Background: an optimization exercise with open tools, aiming at small area. Do not read the settings as production practice. In this exercise RTL edits were held to simulation tests only and were not proved equivalent to the original. The flow treats the clock pin as an ideal source, which a real chip does not have.

==> flow/design.v (excerpt) <==
module speckle_sensor_controller
#(
    parameter int COLS    = DEF_COLS,
    parameter int ROWS    = DEF_ROWS,
    parameter int NB_DATA = DEF_NB_DATA,
    parameter int CLK_DIV = DEF_CLK_DIV
) (
    input  logic               clk,
    input  logic               i_rst,
    input  logic               i_start,
    input  logic               i_mode,       
    input  logic [NB_DATA-1:0] i_adc_val,
    input  logic               i_adc_done,
    input  logic [NB_DATA-1:0] i_umbral,
    output logic               o_adc_trigger,
    output logic               o_chip_col_data,
    output logic               o_chip_col_clk,
    output logic               o_chip_key_wren,
    output logic               o_busy,
    output logic               o_done
);
    logic               wr_en;
    logic [NB_DATA-1:0] wr_data;
    logic               wr_first;
    logic               wr_last;
    logic               scan_start;
    logic               rd_en;
    logic               col_last;
    logic               rd_valid;
    logic [NB_DATA-1:0] rd_data;
    logic               shift_idle;    
    pixel_sequencer #(
        .COLS          ( COLS          ),
        .ROWS          ( ROWS          ),
        .NB_DATA       ( NB_DATA       )
    ) u_pixel_sequencer (
        .clk           ( clk           ),
        .i_rst         ( i_rst         ),
        .i_start       ( i_start       ),
        .i_mode        ( i_mode        ),
        .i_adc_done    ( i_adc_done    ),
        .i_adc_val     ( i_adc_val     ),
        .i_shift_idle  ( shift_idle    ),
        .i_rd_valid    ( rd_valid      ),
        .o_adc_trigger ( o_adc_trigger ),
        .o_wr_en       ( wr_en         ),
        .o_wr_data     ( wr_data       ),
        .o_wr_first    ( wr_first      ),
        .o_wr_last     ( wr_last       ),
        .o_scan_start  ( scan_start    ),
        .o_rd_en       ( rd_en         ),
        .o_col_last    ( col_last      ),
        .o_busy        ( o_busy        ),
        .o_done        ( o_done        )
    );
    pixel_ram #(
        .COLS          ( COLS          ),
        .ROWS          ( ROWS          ),
        .NB_DATA       ( NB_DATA       )
    ) u_pixel_ram (
        .clk           ( clk           ),
        .i_rst         ( i_rst         ),
        .i_wr_en       ( wr_en         ),
  ...
For scale: about 7000 flip-flops, about 35 I/O pins, about 150000 um2 of cells after synthesis.
==> flow/config.mk <==
export PLATFORM = sky130hd
export DESIGN_NAME = speckle_sensor_controller
export DESIGN_NICKNAME = speckle_sensor_controller
export VERILOG_FILES = /design/flow/design.v
export SDC_FILE = /design/flow/constraint.sdc
export NUM_CORES = 4
export LEC_CHECK = 0
export CAP_MARGIN = 20
export CORE_MARGIN = 2
export CORE_UTILIZATION = 60
export CTS_BUF_LIST = sky130_fd_sc_hd__clkbuf_16
export CTS_CLUSTER_DIAMETER = 80
export CTS_CLUSTER_SIZE = 32
export PLACE_DENSITY = 0.64
export SLEW_MARGIN = 20
==> flow/constraint.sdc <==
create_clock -name core_clock -period 10.0 [get_ports {clk}]
set_input_delay 2.0000 -clock core_clock [delete_from_list [all_inputs] [get_ports {clk}]]
set_output_delay 2.0000 -clock core_clock [all_outputs]
set_load 0.01 [all_outputs]
standard.sh (not shown) runs the stock make flow with config.mk's settings and CLKGATE_MAP_FILE= SYNTH_SCRIPT=/design/flow/synth_recipe.tcl, a recipe that flattens the netlist after the stock synthesis.
==> flow/flow/run.sh <==
#!/bin/bash
# The standard layout (standard.sh: ORFS from synthesis to finish) with two
# changes, both passed to ORFS through its own variables:
#  - each port gets a sky130_fd_sc_hd__buf_1 as its buffer (ORFS's default pick
#    here is the larger clkdlybuf4s50_1);
#  - clock tree synthesis adds no dummy loads to the leaf clock nets.
# The make output goes to standard_flow.log; ORFS keeps each step's log under
# orfs/logs/.
set -euo pipefail
export BUFFER_PORTS_ARGS="-buffer_cell sky130_fd_sc_hd__buf_1"
export CTS_ARGS="-sink_clustering_enable -repair_clock_nets -buf_list sky130_fd_sc_hd__clkbuf_16 -sink_clustering_size 32 -sink_clustering_max_diameter 80 -dont_use_dummy_load"
bash standard.sh finish > standard_flow.log 2>&1
Rerun with:
==> flow/run.sh (new file) <==
#!/bin/bash
# synth_recipe.tcl (not shown) runs the flow's synth.tcl, then flattens the netlist and writes it again
# the make line also repeats each setting of config.mk as NAME=value (left out here)
make -C /OpenROAD-flow-scripts/flow DESIGN_CONFIG=/design/flow/config.mk WORK_HOME=/design/flow/orfs CLKGATE_MAP_FILE= SYNTH_SCRIPT=/design/flow/synth_recipe.tcl finish
removed: flow/flow/run.sh
removed: flow/standard.sh
Hold slack gets better by 30 ps.
Via count barely changes.
Final cell count is about the same.
Maximum frequency shrinks by 11%.
Area after synthesis stays the same.
Wire length went down by 0.42%.

separate check: timing with driven ports:
No port has a modelled driver above. Below, the same layouts with a new extraction and two added sets of constraints.
Step 1 assumes that a clkbuf_16 drives the clock port and a buf_2 every other input.
Step 2 times the ports against the registers' clock, not the clock port: input delays grow and output delays shrink by t, the midpoint of the rising clock arrivals with the driver on.
Slacks: ideal / step 1 / step 2; pairs: ideal / step 1.
run	shift t [ns]	slack for setup (ns)	worst setup path at the end	worst register clock-pin slew, ns	worst data-port slew with drivers (ns)
the first run	0.927	5.838 / 5.753 / 5.700	input to register	0.11 / 0.11	0.03
the second run	0.952	5.321 / 5.239 / 5.313	input to register	0.11 / 0.11	0.05
After both steps every run listed still meets setup and hold. The setup slack of the first run, which loses most, moves by -0.085 ns with the drivers and by -0.138 ns with both steps.
